This is an optimization exercise on Yosys and OpenROAD, whose aim is small area and a short achievable clock period, not a production implementation.
No functional check of the RTL was part of any run shown here.
Power and IR drop assume default switching activity.

## flow/run.sh

```bash
#!/bin/bash
# synth_recipe.tcl (not shown) runs the flow's synth.tcl, then flattens the netlist and writes it again
# the make line also repeats each setting of config.mk as NAME=value (left out here)
make -C /OpenROAD-flow-scripts/flow DESIGN_CONFIG=/design/flow/config.mk WORK_HOME=/design/flow/orfs CLKGATE_MAP_FILE= SYNTH_SCRIPT=/design/flow/synth_recipe.tcl finish
```

## flow/config.mk

```make
export PLATFORM = sky130hd
export DESIGN_NAME = pattern_fetch_send
export DESIGN_NICKNAME = pattern_fetch_send
export VERILOG_FILES = /design/flow/design.v
export SDC_FILE = /design/flow/constraint.sdc
export NUM_CORES = 4
export LEC_CHECK = 0
export CAP_MARGIN = 20
export CORE_MARGIN = 2
export CORE_UTILIZATION = 40
export SLEW_MARGIN = 20
```

## flow/constraint.sdc

```tcl
create_clock -name core_clock -period 12.0 [get_ports {pixel_clk}]
set_input_delay 2.4000 -clock core_clock [delete_from_list [all_inputs] [get_ports {pixel_clk}]]
set_output_delay 2.4000 -clock core_clock [all_outputs]
set_load 0.01 [all_outputs]
```

## flow/design.v

```verilog
package pfs_pkg;
    localparam int WORD_W = 256;
    localparam int ADDR_W = 22;
    localparam int SLOTS  = 9;       
    localparam logic [1:0] F_IDLE  = 2'd0;
    localparam logic [1:0] F_HEAD  = 2'd1;
    localparam logic [1:0] F_HWAIT = 2'd2;
    localparam logic [1:0] F_BODY  = 2'd3;
endpackage
module pattern_fetch_send (
    input  logic                         pixel_clk,
    input  logic                         pixel_rst_n,
    input  logic                         start,
    input  logic [2:0]                   pixel_sync,    
    input  logic                         mem_ready,
    output logic [pfs_pkg::ADDR_W:0]     mem_req,       
    input  logic [pfs_pkg::WORD_W:0]     mem_rsp,       
    output logic [2:0]                   gen_sync,      
    output logic [23:0]                  gen_rgb        
);
    localparam int W = pfs_pkg::WORD_W;
    localparam int S = pfs_pkg::SLOTS;
    logic         rsp_valid;
    logic         de;
    assign rsp_valid = mem_rsp[W];
    assign de        = pixel_sync[2];
    logic [1:0]                fst;
    logic                      req_q;
    logic [pfs_pkg::ADDR_W-1:0] addr_q;
    logic                      hcalc;        
    logic [23:0]               tb_hi;        
    logic [7:0]                tail;         
    logic [7:0]                h_fill;
    logic [31:0]               pcnt;         
    logic [23:0]               wcnt;         
    logic [3:0]                used;         
    logic [S-1:0]              aptr;         
    logic [S-1:0]              wptr;         
    logic [S-1:0]              lp_f;         
    logic [S-1:0]              ls_f;         
    logic acc, lp_cur, ls_cur, cand, can, raise, freed;
    logic empty_set;
    assign acc    = req_q && mem_ready;
    assign lp_cur = wcnt == 24'd0;
    assign ls_cur = lp_cur && pcnt == 32'd1;
    assign cand   = fst == pfs_pkg::F_BODY && (req_q ? (mem_ready && !ls_cur) : 1'b1);
    assign can    = used != 4'(S) || freed;
    assign raise  = cand && can;
    assign mem_req = {req_q, addr_q};
    assign empty_set = (tb_hi == 24'd0 && tail == 8'd0) || pcnt == 32'd0;
    always_ff @(posedge pixel_clk or negedge pixel_rst_n) begin
        if (!pixel_rst_n) begin
            fst    <= pfs_pkg::F_IDLE;
            req_q  <= 1'b0;
            addr_q <= '0;
            hcalc  <= 1'b0;
            used   <= '0;
            aptr   <= S'(1);
            wptr   <= S'(1);
        end else begin
            hcalc <= 1'b0;
            if (acc) begin
                addr_q <= addr_q + 1'b1;
            end
            case (fst)
                pfs_pkg::F_IDLE: begin
                    if (hcalc && !empty_set) begin
                        fst <= pfs_pkg::F_BODY;
                    end else if (start) begin
                        fst    <= pfs_pkg::F_HEAD;
                        req_q  <= 1'b1;
                        addr_q <= '0;
                        used   <= '0;
                        aptr   <= S'(1);
                        wptr   <= S'(1);
                    end
                end
                pfs_pkg::F_HEAD: begin
                    if (mem_ready) begin
                        req_q <= 1'b0;
                        fst   <= pfs_pkg::F_HWAIT;
                    end
                end
                pfs_pkg::F_HWAIT: begin
                    if (rsp_valid) begin
                        hcalc <= 1'b1;
                        fst   <= pfs_pkg::F_IDLE;
                    end
                end
                default: begin
                    req_q <= (req_q && !mem_ready) || raise;
                    used  <= used + 4'(raise) - 4'(freed);
                    if (acc) begin
                        aptr <= {aptr[S-2:0], aptr[S-1]};
                        if (ls_cur) begin
                            fst <= pfs_pkg::F_IDLE;
                        end
                    end
                end
            endcase
            if (rsp_valid && fst != pfs_pkg::F_HWAIT) begin
                wptr <= {wptr[S-2:0], wptr[S-1]};
            end
        end
    end
    always_ff @(posedge pixel_clk) begin
        if (fst == pfs_pkg::F_HWAIT && rsp_valid) begin
            tb_hi  <= mem_rsp[255:232];
            tail   <= mem_rsp[231:224];
            pcnt   <= mem_rsp[223:192];
            h_fill <= mem_rsp[191:184];
        end
        if (hcalc) begin
            tb_hi <= tb_hi - 24'(tail == 8'd0);
            wcnt  <= tb_hi - 24'(tail == 8'd0);
            tail  <= tail - 8'd1;
        end
        if (acc && fst == pfs_pkg::F_BODY) begin
            if (lp_cur) begin
                wcnt <= tb_hi;
                pcnt <= pcnt - 32'd1;
            end else begin
                wcnt <= wcnt - 24'd1;
            end
        end
    end
    always_ff @(posedge pixel_clk) begin
        for (int i = 0; i < S; i++) begin
            if (acc && fst == pfs_pkg::F_BODY && aptr[i]) begin
                lp_f[i] <= lp_cur;
                ls_f[i] <= ls_cur;
            end
        end
    end
    logic [W-1:0] slot [S];
    always_ff @(posedge pixel_clk) begin
        for (int i = 0; i < S; i++) begin
            if (rsp_valid && fst != pfs_pkg::F_HWAIT && wptr[i]) begin
                slot[i] <= mem_rsp[W-1:0];
            end
        end
    end
    logic         sact;        
    logic [S-1:0] rptr;        
    logic [7:0]   bit_idx;
    logic [7:0]   fill;        
    logic [W-1:0] col;
    logic         cur_bit;
    logic         lp_r, ls_r, last_bit, bit_step;
    always_comb begin
        col = '0;
        for (int i = 0; i < S; i++) begin
            col = col | (slot[i] & {W{rptr[i]}});
        end
        lp_r = |(lp_f & rptr);
        ls_r = |(ls_f & rptr);
    end
    assign cur_bit  = col[~bit_idx];
    assign last_bit = bit_idx == 8'hff || (lp_r && bit_idx == tail);
    assign bit_step = de && sact && fill == 8'd0;
    assign freed    = bit_step && last_bit;
    always_ff @(posedge pixel_clk or negedge pixel_rst_n) begin
        if (!pixel_rst_n) begin
            sact    <= 1'b0;
            rptr    <= S'(1);
            bit_idx <= '0;
            fill    <= '0;
        end else begin
            if (hcalc) begin
                sact    <= !empty_set;
                rptr    <= S'(1);
                bit_idx <= '0;
                fill    <= h_fill;
            end else if (de && sact) begin
                if (fill == 8'd0) begin
                    fill    <= h_fill;
                    bit_idx <= bit_idx + 8'd1;
                    if (last_bit) begin
                        bit_idx <= '0;
                        rptr    <= {rptr[S-2:0], rptr[S-1]};
                        if (ls_r) begin
                            sact <= 1'b0;
                        end
                    end
                end else begin
                    fill <= fill - 8'd1;
                end
            end
        end
    end
    logic black_q;
    always_ff @(posedge pixel_clk or negedge pixel_rst_n) begin
        if (!pixel_rst_n) begin
            gen_sync <= 3'b011;
            black_q  <= 1'b0;
        end else begin
            gen_sync <= pixel_sync;
            black_q  <= de && sact && cur_bit;
        end
    end
    assign gen_rgb = {24{~black_q}};
endmodule
```

==> results of run 1 <==
layer usage:
| metal | up-vias | track usage |
|---|---|---|
| met5 | - | 0 |
| met4 | 48 | 0.0685 |
| met3 | 458 | 0.0486 |
| met2 | 2761 | 0.360 |
| met1 | 28900 | 0.327 |
| li1 | 23500 | - |
critical path, cell delays in order:
cell and delay (ns):
clkdlybuf4s50_1 0.60, inv_1 0.11, nor2_1 0.63, and2_4 0.78
buf_4 0.80, buf_4 0.90
logic make-up after synthesis:
logic type,after synthesis
DFF,2496
AOI/OAI and AO/OA,1533
and+or+nand+nor,1012
buffers and inverters,425
xor gates and xnor gates,78
adders and majority gates,19
muxes,5
sequential cells by signal, summed over array words and instances (netlist names), 8 cells and up:
name and count:
fill 8, ls_f 9, addr_q 22, h_fill 8, rptr 9, wcnt 24, bit_idx 8, tail 8
tb_hi 24, wptr 9, aptr 9, pcnt 32, lp_f 9, slot 2304
how the worst max path moves through the flow:
stage / from / end / slack, ns
2_1_floorplan: mem_rsp[256] / slot[0][0] / -1.98
3_3_place_gp: mem_rsp[256] / slot[7][154] / 5.37
3_5_place_dp: mem_rsp[256] / slot[7][39] / 5.24
4_1_cts: mem_rsp[256] / slot[7][118] / 6.20
5_1_grt: mem_rsp[256] / slot[7][119] / 6.07
6_report: mem_rsp[256] / slot[7][36] / 6.15
area by class of cell:
cell class              instances  area share
diodes                         18    0.000418
clock buffers                 310      0.0593
clock inverters               129      0.0115
inverters                      49     0.00171
multi-input cells            2647       0.164
flip-flops and latches       2496       0.690
well taps                    3043      0.0354
repair buffers                421      0.0381
power by group through the flow:
| stage | combinational (uW) | clock [uW] | sequential [uW] |
|---|---|---|---|
| 6_report | 3260 | 7330 | 11400 |
| 3_5_place_dp | 3250 | 0 | 11500 |
| 5_1_grt | 3470 | 7750 | 11500 |
| 3_3_place_gp | 3220 | 0 | 11500 |
| 4_1_cts | 3260 | 7420 | 11400 |
| 2_1_floorplan | 1720 | 0 | 11700 |
cells in the final DEF, fill, tap and decap left out, drive strengths merged, types with 10 or more instances in the layout:
cell,instances
nand3,131
a221oi,272
a222oi,20
bufinv,14
clkinv,101
nand2b,10
clkinvlp,11
ha,18
a311oi,10
clkbuf,310
diode,18
dfrtp,73
and2,21
nand4,191
a22oi,518
xor2,39
o221ai,18
nor4,23
or3,24
and3,32
inv,52
nor3,38
nand2,319
buf,109
o22ai,31
clkdlybuf4s50,312
nor2,165
a21oi,220
o21ai,62
a211oi,18
xnor2,39
a22o,255
a31oi,22
dfxtp,32
nor2b,15
edfxtp,2386
or4,11
metrics by stage:
stage | power, uW | instances
global placement | 14700 | 8656
CTS | 22000 | 9095
detailed placement | 14800 | 8656
global route | 22700 | 9106
floorplan | 13400 | 5568
finish | 22000 | 9113
==> results.json, run 1 <==
{
  "outcome": "finished clean",
  "postPlaceCellArea_sq_mm": 0.100,
  "cp-end-kind": "register",
  "vdd_drop_max_v": 0.000193,
  "cts_made_buffers": 240,
  "period_share": 0.487,
  "final_util": 0.463,
  "fmax_ghz": 0.171,
  "dp_hpwl_um": 159000,
  "setup_violations": 0,
  "crit_path_max_fanout": 57,
  "clock_skew_ns": 0.0668,
  "drt_iter0_drc": 6736,
  "synth_edf_count": 2386,
  "internal_power_uw": 15900,
  "dr_wl_met2_um": 130000,
  "syn_to_final_growth_pct": 15.2,
  "cp.required_ns": 12.52,
  "antenna_found_initial": 72,
  "pre_cts_slack_ns": 5.24,
  "synthMostInstantiatedCell": "edfxtp_1",
  "die_w_um": 487,
  "clkPwrFrac": 0.334,
  "swShare": 0.278,
  "grt_usage": 0.231,
  "hold_buffers": 0,
  "clk_transition_reported_paths_ns": 0.06,
  "rows": 177,
  "post_cts_buffers": 0,
  "worstReg2RegStart": "rptr[2]",
  "fin_setup_tns_ns": 0,
  "maxUsedRoutingLayer": "met5",
  "seqCellArea_sq_mm": 0.0743,
  "worst_pin_slew_ns": 1.11,
  "synth_area_leader_cell": "edfxtp_1",
  "worstHoldPathCells": 2,
  "setup_slack_ns": 6.15,
  "ios": 314,
  "synth-adder-area-share": 0.00262,
  "die_h_um": 487,
  "async_reset_ff_frac": 0.0313,
  "hold_viol_final": 0,
  "drc": 0,
  "routedLengthMet1_um": 118000,
  "power.leakage_uw": 0.0335,
  "die-area_sq_mm": 0.238,
  "maxSlewViolCount": 0,
  "firstDrtPassIters": 6,
  "post-route-min-period_ns": 5.85,
  "synth_simple_gate_area_share": 0.0535,
  "h-tree-depth": 4,
  "vias": 55600,
  "whs_endpoint": "pcnt[23]",
  "cts_root_buffer": "clkbuf_16",
  "powerDensity_mw_per_mm2": 204,
  "synthFlopType": "edfxtp_1",
  "grt_setup_unrepaired": "no",
  "rrSetupSlack_ns": 6.70,
  "synth_seq_cells": 2496,
  "grt_max_degree": 122,
  "synth_top_area_share": 0.766,
  "portBuffers": 313,
  "yosysWarnings": 2,
  "wl_met3_um": 25200,
  "hold_start": "pcnt[23]",
  "viasPerCell": 6.10,
  "drtAntennaViolNets": 0,
  "critPathArrivalTime_ns": 6.37,
  "cts_resized": 0,
  "avgSynthCellArea_sq_um": 16.8,
  "gr-total-overflow": 0,
  "synth.area.top_cells": "edfxtp_1, a22oi_1, a221oi_1",
  "holdWs_ns": 0.466,
  "nNetsFinal": 6138,
  "synth_top_family_by_area": "compound AO/OA/AOI/OAI gates",
  "clock_path_buffers": 3,
  "min_path_type": "reg2reg",
  "routed_wl_um": 281000,
  "synth_area_sq_mm": 0.0935,
  "syn_inst": 5568,
  "core-area_sq_mm": 0.233,
  "synth-compound-area-share": 0.124,
  "routedWlPerCell_um": 30.8,
  "synth.distinct_cells": 78,
  "timing.slew.headroom": 0.259,
  "synth_seq_area_share": 0.794,
  "grt_pass1_vias": 54500,
  "multi_input_area_sq_mm": 0.0176,
  "gp_congestion": 0.823,
  "syn_nets": 5851,
  "p_seq_frac": 0.518,
  "clk_latency_ns": 0.91,
  "crit_path_start_kind": "primary input",
  "synthMuxAreaShare": 0.000549,
  "ff2ff_path_depth": 10,
  "ys_top_cells_by_count": "edfxtp_1, a22oi_1, nand2_1",
  "final_cell_area_sq_mm": 0.108,
  "grt_pass1_wl_um": 399000,
  "fillers": 19800,
  "pwr-share-comb": 0.148,
  "drive_gt1_frac": 0.0829,
  "p_sw_uw": 6110,
  "synthXorXnorAreaFrac": 0.00731,
  "initial_core_util": 0.402,
  "reg2reg_to": "black_q",
  "maxCapViolCount": 0,
  "cts_tree": "done",
  "cts.sinks": 2496,
  "crit_type": "in2reg"
}
==> inputs of run 2 (changes only) <==
--- a/flow/design.v
+++ b/flow/design.v
@@ -30,18 +30,20 @@
     logic                      hcalc;        
     logic [23:0]               tb_hi;        
     logic [7:0]                tail;         
+    logic                      tail_nz;      
     logic [7:0]                h_fill;
     logic [31:0]               pcnt;         
     logic [23:0]               wcnt;         
     logic [3:0]                used;         
     logic [S-1:0]              aptr;         
     logic [S-1:0]              wptr;         
+    logic                      wr_ok;        
     logic [S-1:0]              lp_f;         
     logic [S-1:0]              ls_f;         
     logic acc, lp_cur, ls_cur, cand, can, raise, freed;
     logic empty_set;
     assign acc    = req_q && mem_ready;
-    assign lp_cur = wcnt == 24'd0;
+    assign lp_cur = wcnt[23:1] == 23'd0 && wcnt[0] == !tail_nz;
     assign ls_cur = lp_cur && pcnt == 32'd1;
     assign cand   = fst == pfs_pkg::F_BODY && (req_q ? (mem_ready && !ls_cur) : 1'b1);
     assign can    = used != 4'(S) || freed;
@@ -57,7 +59,9 @@
             used   <= '0;
             aptr   <= S'(1);
             wptr   <= S'(1);
+            wr_ok  <= 1'b1;
         end else begin
+            wr_ok <= !(fst == pfs_pkg::F_HEAD || (fst == pfs_pkg::F_HWAIT && !rsp_valid));
             hcalc <= 1'b0;
             if (acc) begin
                 addr_q <= addr_q + 1'b1;
@@ -98,7 +102,7 @@
                     end
                 end
             endcase
-            if (rsp_valid && fst != pfs_pkg::F_HWAIT) begin
+            if (rsp_valid && wr_ok) begin
                 wptr <= {wptr[S-2:0], wptr[S-1]};
             end
         end
@@ -111,9 +115,9 @@
             h_fill <= mem_rsp[191:184];
         end
         if (hcalc) begin
-            tb_hi <= tb_hi - 24'(tail == 8'd0);
-            wcnt  <= tb_hi - 24'(tail == 8'd0);
-            tail  <= tail - 8'd1;
+            wcnt    <= tb_hi;
+            tail    <= tail - 8'd1;
+            tail_nz <= tail != 8'd0;
         end
         if (acc && fst == pfs_pkg::F_BODY) begin
             if (lp_cur) begin
@@ -135,7 +139,7 @@
     logic [W-1:0] slot [S];
     always_ff @(posedge pixel_clk) begin
         for (int i = 0; i < S; i++) begin
-            if (rsp_valid && fst != pfs_pkg::F_HWAIT && wptr[i]) begin
+            if (rsp_valid && wr_ok && wptr[i]) begin
                 slot[i] <= mem_rsp[W-1:0];
             end
         end
==> flow/flow/run.sh (new file) <==
#!/bin/bash
# Standard layout, with timing repair aimed below the clock period.
set -euo pipefail
bash standard.sh SETUP_SLACK_MARGIN=7.5 finish > flow_make.log 2>&1
==> flow/standard.sh (new file) <==
#!/bin/bash
# synth_recipe.tcl (not shown) runs the flow's synth.tcl, then flattens the netlist and writes it again
# the make line also repeats each setting of config.mk as NAME=value (left out here)
make -C /OpenROAD-flow-scripts/flow DESIGN_CONFIG=/design/flow/config.mk WORK_HOME=/design/flow/orfs CLKGATE_MAP_FILE= SYNTH_SCRIPT=/design/flow/synth_recipe.tcl "${@:-finish}"
removed: flow/run.sh
==> run 2 against run 1 <==
Compared with the run above:
- hold slack worse by 0.023 ns
- still clean
- largest cell class unchanged
- die area decreased by 0.25%
- first-iteration DRC count is 11% lower
- largest power group unchanged
- critical endpoint is now slot[2][116]
==> results.json, run 2 <==
{
  "timing.slew.headroom": 0.238,
  "drive_gt1_frac": 0.0880,
  "syn_nets": 5632,
  "synth_simple_gate_area_share": 0.0503,
  "ys_top_cells_by_count": "edfxtp_1, a22oi_1, a221oi_1",
  "grt_usage": 0.224,
  "drt_iter0_drc": 6002,
  "top_regs": "slot: 2304 flops, pcnt: 32 flops",
  "seqCellArea_sq_mm": 0.0743,
  "syn_inst": 5350,
  "final_cell_mix": "edfxtp_1, a22oi_1, a221oi_1",
  "synthMostInstantiatedCell": "edfxtp_1",
  "portBuffers": 313,
  "dp_hpwl_um": 144000,
  "h-tree-depth": 4,
  "synth_edf_count": 2387,
  "ios": 314,
  "postPlaceCellArea_sq_mm": 0.0992,
  "initial_core_util": 0.401,
  "synth.area.top_cells": "edfxtp_1, a221oi_1, a22o_1",
  "synth_area_leader_cell": "edfxtp_1",
  "grt_max_degree": 134,
  "drc": 0,
  "post-route-min-period_ns": 4.52,
  "worst_pin_slew_ns": 1.14,
  "avgSynthCellArea_sq_um": 17.4,
  "gr-total-overflow": 0,
  "crit_path_max_fanout": 109,
  "top_register": "slot",
  "power_uw": 21000,
  "layout_commonest_cell": "edfxtp_1",
  "synth_seq_area_share": 0.797,
  "vdd_drop_max_v": 0.000154,
  "antenna_found_initial": 84,
  "min_path_type": "reg2reg",
  "syn_to_final_growth_pct": 14.9,
  "drtAntennaViolNets": 0,
  "fin_setup_tns_ns": 0,
  "clk_latency_ns": 0.89,
  "synth.distinct_cells": 92,
  "viasPerCell": 6.09,
  "maxSlewViolCount": 0,
  "nNetsFinal": 5936,
  "setup_violations": 0,
  "clock_path_buffers": 3,
  "yosysWarnings": 2,
  "cts_made_buffers": 237,
  "cts_root_buffer": "clkbuf_16",
  "grt_pass1_wl_um": 387000,
  "fillers": 19700,
  "routed_wl_um": 273000,
  "gp_congestion": 0.820,
  "die_h_um": 487,
  "async_reset_ff_frac": 0.0316,
  "grt_setup_unrepaired": "yes",
  "multi_input_area_sq_mm": 0.0168,
  "core-area_sq_mm": 0.232,
  "powerDensity_mw_per_mm2": 196,
  "synth_top_family_by_area": "compound AO/OA/AOI/OAI gates",
  "cts_tree": "done",
  "power.leakage_uw": 0.0332,
  "period_share": 0.377,
  "die-area_sq_mm": 0.237,
  "synth_seq_cells": 2498,
  "cts.sinks": 2498,
  "synthFlopType": "edfxtp_1",
  "die_w_um": 487,
  "clock_skew_ns": 0.0441,
  "hold_viol_final": 0,
  "largest_reg_flops": 2304,
  "crit_path_start_kind": "primary input",
  "fmax_ghz": 0.221,
  "crit_type": "in2reg",
  "critPathArrivalTime_ns": 5.00,
  "grt_pass1_vias": 53100,
  "clk_transition_reported_paths_ns": 0.06,
  "cp.required_ns": 12.48,
  "rows": 177,
  "vias": 54200,
  "synth-adder-area-share": 0.00250,
  "maxCapViolCount": 0,
  "synth_top_area_share": 0.769,
  "synthMuxAreaShare": 0.00168,
  "synthXorXnorAreaFrac": 0.00545,
  "synth-compound-area-share": 0.119,
  "outcome": "finished clean",
  "synth_area_sq_mm": 0.0933,
  "routedWlPerCell_um": 30.7,
  "final_cell_area_sq_mm": 0.107,
  "cp-end-kind": "register",
  "firstDrtPassIters": 6
}
[run 2: critical path, cell delays in order]
cell	delay [ns]
clkdlybuf4s15_2	0.57
and3_4	0.60
buf_4	0.58
buf_16	0.58
[run 2: cell families (layout without fill, tap and decap cells)]
logic type / Yosys count / in the layout
multiplexers: 13 / 13
adder cells (fa/ha/maj): 18 / 18
AND/OR/NAND/NOR: 912 / 917
other: 0 / 20
buffers and inverters: 406 / 901
AO/OA/AOI/OAI: 1445 / 1445
XOR/XNOR: 58 / 58
flip-flops: 2498 / 2498
[run 2: per-layer routing]
layer / vias to the layer above / wire (um) / global-route usage
li1: 22900 / - / -
met1: 28500 / 112000 / 0.307
met2: 2429 / 132000 / 0.362
met3: 443 / 22300 / 0.0427
met4: 60 / 6850 / 0.0653
met5: - / 400 / 0
[run 2: metrics by stage]
stage | util | hold slack, ns | setup slack [ns] | instances
finish | 0.461 | 0.443 | 7.48 | 8913
global route | 0.461 | 0.469 | 7.37 | 8908
CTS | 0.461 | 0.438 | 7.45 | 8888
detailed placement | 0.427 | 0.431 | 5.64 | 8443
global placement | 0.427 | 0.451 | 5.71 | 8443
floorplan | - | 0.416 | 7.16 | 5350
[run 2: power by group]
part / internal (uW) / total (uW) / switching [uW] / leakage (uW)
clock network: 4030 / 7290 / 3260 / 0.00365
logic: 706 / 2610 / 1900 / 0.00671
registers: 10700 / 11100 / 399 / 0.0229
total: 15500 / 21000 / 5560 / 0.0332
[run 2: layout make-up]
cell class,instances,area share
flip-flops and latches,2498,0.694
inverters,40,0.00144
multi-input cells,2451,0.157
diodes,20,0.000467
well taps,3043,0.0355
clock buffers,300,0.0583
clock inverters,135,0.0116
repair inverters,3,0.000210
repair buffers,423,0.0419
[run 2: worst paths after layout]
kind                               from            to  slack, ns  cells past startpoint
setup / recovery           mem_rsp[256]  slot[2][116]       7.48                      4
setup reg to reg                rptr[1]       black_q       7.52                     10
hold / removal                 pcnt[25]      pcnt[25]       0.44                      2
min in group asynchronous   pixel_rst_n       fill[0]       1.36                      1
hold reg to reg                pcnt[25]      pcnt[25]       0.44                      2
max in group asynchronous   pixel_rst_n    bit_idx[1]       9.59                      2
[run 2: what timing repair did]
action / in CTS / in global routing
cloned: 8 / 3
pin swaps: 4 / 0
gates resized for setup: 39 / 17
hold buffers: 0 / 0
setup endpoints to repair: 883 / 257
buffers inserted: 2 / 2
==> inputs of run 3 (changes only) <==
==> flow/flow/run.sh (replaced) <==
#!/bin/bash
# Standard layout, with timing repair aimed below the clock period and
# single-drive port buffers.
set -euo pipefail
bash standard.sh SETUP_SLACK_MARGIN=7.5 "BUFFER_PORTS_ARGS=-buffer_cell sky130_fd_sc_hd__buf_2" finish > flow_make.log 2>&1
--- a/flow/config.mk
+++ b/flow/config.mk
@@ -8,4 +8,5 @@
 export CAP_MARGIN = 20
 export CORE_MARGIN = 2
 export CORE_UTILIZATION = 40
+export CTS_BUF_LIST = sky130_fd_sc_hd__clkbuf_4 sky130_fd_sc_hd__clkbuf_8
 export SLEW_MARGIN = 20
==> run 3 against run 2 <==
Compared with the run above:
- still clean
- via count increased by 1.0%
- final cell count increased by 3.2%
- routed wire length decreased by 0.95%
- total power decreased by 0.98%
- sequential power about the same
- register-to-register slack improved by 0.04 ns
- critical path type is now reg2reg
- critical endpoint is now black_q
- largest power group unchanged
==> results.json, run 3 <==
{
  "outcome": "finished clean",
  "drtAntennaViolNets": 0,
  "synth.distinct_cells": 92,
  "period_share": 0.370,
  "top_regs": "slot: 2304 flops, pcnt: 32 flops",
  "clk_latency_ns": 1.09,
  "rrSetupSlack_ns": 7.56,
  "synth_top_area_share": 0.769,
  "viasPerCell": 5.96,
  "cts_root_buffer": "clkbuf_8",
  "clock_skew_ns": 0.0683,
  "ys_top_cells_by_count": "edfxtp_1, a22oi_1, a221oi_1",
  "setup_slack_ns": 7.56,
  "synth_top_family_by_area": "compound AO/OA/AOI/OAI gates",
  "drt_iter0_drc": 6124,
  "syn_nets": 5632,
  "antenna_found_initial": 120,
  "vias": 54800,
  "synth_seq_area_share": 0.797,
  "syn_inst": 5350,
  "timing.slew.headroom": 0.267,
  "top_register": "slot",
  "die-area_sq_mm": 0.237,
  "routed_wl_um": 271000,
  "cts_made_buffers": 409,
  "startpoint": "bit_idx[1]",
  "reg2reg_to": "black_q",
  "grt_setup_unrepaired": "yes",
  "endpoint": "black_q",
  "seqCellArea_sq_mm": 0.0743,
  "synthMuxAreaShare": 0.00168,
  "drive_gt1_frac": 0.183,
  "crit_path_max_fanout": 43,
  "critPathArrivalTime_ns": 5.37,
  "cp-end-kind": "register",
  "multi_input_area_sq_mm": 0.0168,
  "setup_violations": 0,
  "synth_area_sq_mm": 0.0933,
  "synth_area_leader_cell": "edfxtp_1",
  "yosysWarnings": 2,
  "routedWlPerCell_um": 29.4,
  "synthFlopType": "edfxtp_1",
  "hold_buffers": 0,
  "gr-total-overflow": 0,
  "grt_max_degree": 118,
  "grt_pass1_wl_um": 384000,
  "ff2ff_path_depth": 9,
  "synth-compound-area-share": 0.119,
  "ios": 314,
  "synth_simple_gate_area_share": 0.0503,
  "syn_to_final_growth_pct": 13.4,
  "crit_path_start_kind": "register",
  "maxCapViolCount": 0,
  "synthXorXnorAreaFrac": 0.00545,
  "synthMostInstantiatedCell": "edfxtp_1",
  "min_path_type": "reg2reg",
  "cp.required_ns": 12.93,
  "power.leakage_uw": 0.0337,
  "rows": 177,
  "avgSynthCellArea_sq_um": 17.4,
  "firstDrtPassIters": 6,
  "fin_setup_tns_ns": 0,
  "fillers": 20000,
  "h-tree-depth": 5,
  "final_cell_mix": "edfxtp_1, clkbuf_8, a22oi_1",
  "clock_path_buffers": 4,
  "worstReg2RegStart": "bit_idx[1]",
  "hold_viol_final": 0,
  "initial_core_util": 0.401,
  "clk_transition_reported_paths_ns": 0.06,
  "grt_pass1_vias": 53900,
  "cts_tree": "done",
  "maxSlewViolCount": 0,
  "gp_congestion": 0.803,
  "cts.sinks": 2498,
  "synth_seq_cells": 2498,
  "powerDensity_mw_per_mm2": 197,
  "die_w_um": 487,
  "async_reset_ff_frac": 0.0316,
  "fmax_ghz": 0.225,
  "worst_pin_slew_ns": 1.09,
  "dp_hpwl_um": 144000,
  "grt_usage": 0.222,
  "vdd_drop_max_v": 0.000109,
  "synth_edf_count": 2387,
  "post-route-min-period_ns": 4.44,
  "portBuffers": 313,
  "largest_reg_flops": 2304,
  "nNetsFinal": 6097,
  "die_h_um": 487,
  "layout_commonest_cell": "edfxtp_1",
  "pre_cts_slack_ns": 6.34,
  "synth.area.top_cells": "edfxtp_1, a221oi_1, a22o_1",
  "synth-adder-area-share": 0.00250,
  "crit_type": "reg2reg",
  "core-area_sq_mm": 0.232,
  "drc": 0
}
==> run 3: cell types whose count changed in the layout (fill, tap and decap cells not counted), moves of 58 or more <==
| cell | change |
|---|---|
| clkbuf_1 | -58 |
| clkdlybuf4s50_1 | -305 |
| buf_2 | +312 |
| clkbuf_16 | -240 |
| clkbuf_4 | +147 |
| clkbuf_8 | +422 |
==> run 3: report_power, final <==
group          internal, uW  total (uW)  switching [uW]
clock                  3890        7190            3310
sequential            10700       11100             408
combinational           620        2480            1860
total                 15200       20800            5580
==> run 3: worst min-delay path by stage <==
stage	from	to	slack, ns	cells after the start
after floorplan	pcnt[22]	pcnt[22]	0.42	2
after global placement	pcnt[25]	pcnt[25]	0.43	2
after detailed placement	pcnt[25]	pcnt[25]	0.43	2
after CTS	pcnt[22]	pcnt[22]	0.44	2
after global routing	pcnt[25]	pcnt[25]	0.45	2
final	pcnt[22]	pcnt[22]	0.44	2
==> run 3: cells by family (layout without fill, tap and decap cells) <==
| logic type | Yosys count | after routing |
|---|---|---|
| buffers and inverters | 406 | 1181 |
| xor gates and xnor gates | 58 | 58 |
| adders and majority gates | 18 | 18 |
| muxes | 13 | 13 |
| other | 0 | 32 |
| DFF | 2498 | 2498 |
| AOI/OAI and AO/OA | 1445 | 1445 |
| and+or+nand+nor | 912 | 912 |
==> run 3: through the flow <==
stage | instances | power (uW) | hold slack (ns) | area (sq um) | utilization
floorplan | 5350 | 12600 | 0.416 | 93300 | -
finish | 9200 | 20800 | 0.443 | 106000 | 0.455
global route | 9190 | 21600 | 0.454 | 106000 | 0.455
global placement | 8440 | 13700 | 0.429 | 97600 | 0.420
CTS | 9165 | 20900 | 0.440 | 106000 | 0.454
detailed placement | 8440 | 13800 | 0.433 | 97700 | 0.420
==> run 3: routing by layer <==
layer	up-vias	part of all wire	wire length, um	global-route usage
met2	2658	0.47	128000	0.348
li1	23200	-	-	-
met5	-	0.0019	522	0
met1	28200	0.40	108000	0.294
met3	582	0.094	25400	0.0617
met4	80	0.031	8400	0.0843
==> run 3: final cells by class <==
class	count	share of cell area
Sequential cell	2498	0.703
Multi-Input combinational cell	2446	0.159
Clock buffer	571	0.0656
Tap cell	3043	0.0360
Timing Repair Buffer	419	0.0263
Clock inverter	150	0.00824
Inverter	40	0.00145
Antenna cell	32	0.000757
Timing Repair inverter	1	0.0000710
==> run 3: timing repair <==
| item | in CTS | in global routing |
|---|---|---|
| setup buffers | 3 | 1 |
| pin swaps | 0 | 0 |
| endpoints found under the setup margin | 85 | 67 |
| cloned | 1 | 1 |
| resized for setup | 13 | 18 |
==> run 3: worst max-delay path, stage by stage, from the launching register on <==
cell and delay (ns):
dfrtp_4 1.09, buf_4 0.65, and2_1 0.54, buf_4 0.38, nand3_1 0.27, and4_1 0.28
a31oi_1 0.18, a31oi_1 0.21, a221o_1 0.45, a21oi_1 0.18

[afterwards: timing with drivers on the ports]
How much do the figures lean on ideal ports? The routed layouts below were timed once more, with nothing changed but the port constraints.
Step 1 (the two cells are an assumption about what drives the block):
set clk [get_ports {pixel_clk}]
set_driving_cell -lib_cell sky130_fd_sc_hd__clkbuf_16 $clk
set_driving_cell -lib_cell sky130_fd_sc_hd__buf_2 [delete_from_list [all_inputs] $clk]
Step 2 also shifts input and output timing later by t, the mid clock arrival at the registers, as if the neighbouring blocks saw the same clock.
a / b / c = ideal ports / drivers / drivers and shift; a / b = the first two.
run | shift t [ns] | setup slack, ns | hold WS [ns]
run 1 | 0.972 | 6.150 / 6.218 / 5.247 | 0.466 / 0.466 / 0.466
run 2 | 0.943 | 7.478 / 7.403 / 6.588 | 0.443 / 0.443 / 0.443
run 3 | 1.125 | 7.564 / 7.564 / 6.537 | 0.443 / 0.443 / 0.443
After both steps setup and hold are still met in every run listed. For run 3, which loses most, drivers alone change the setup slack by 0.000 ns; drivers and shift together by -1.027 ns.
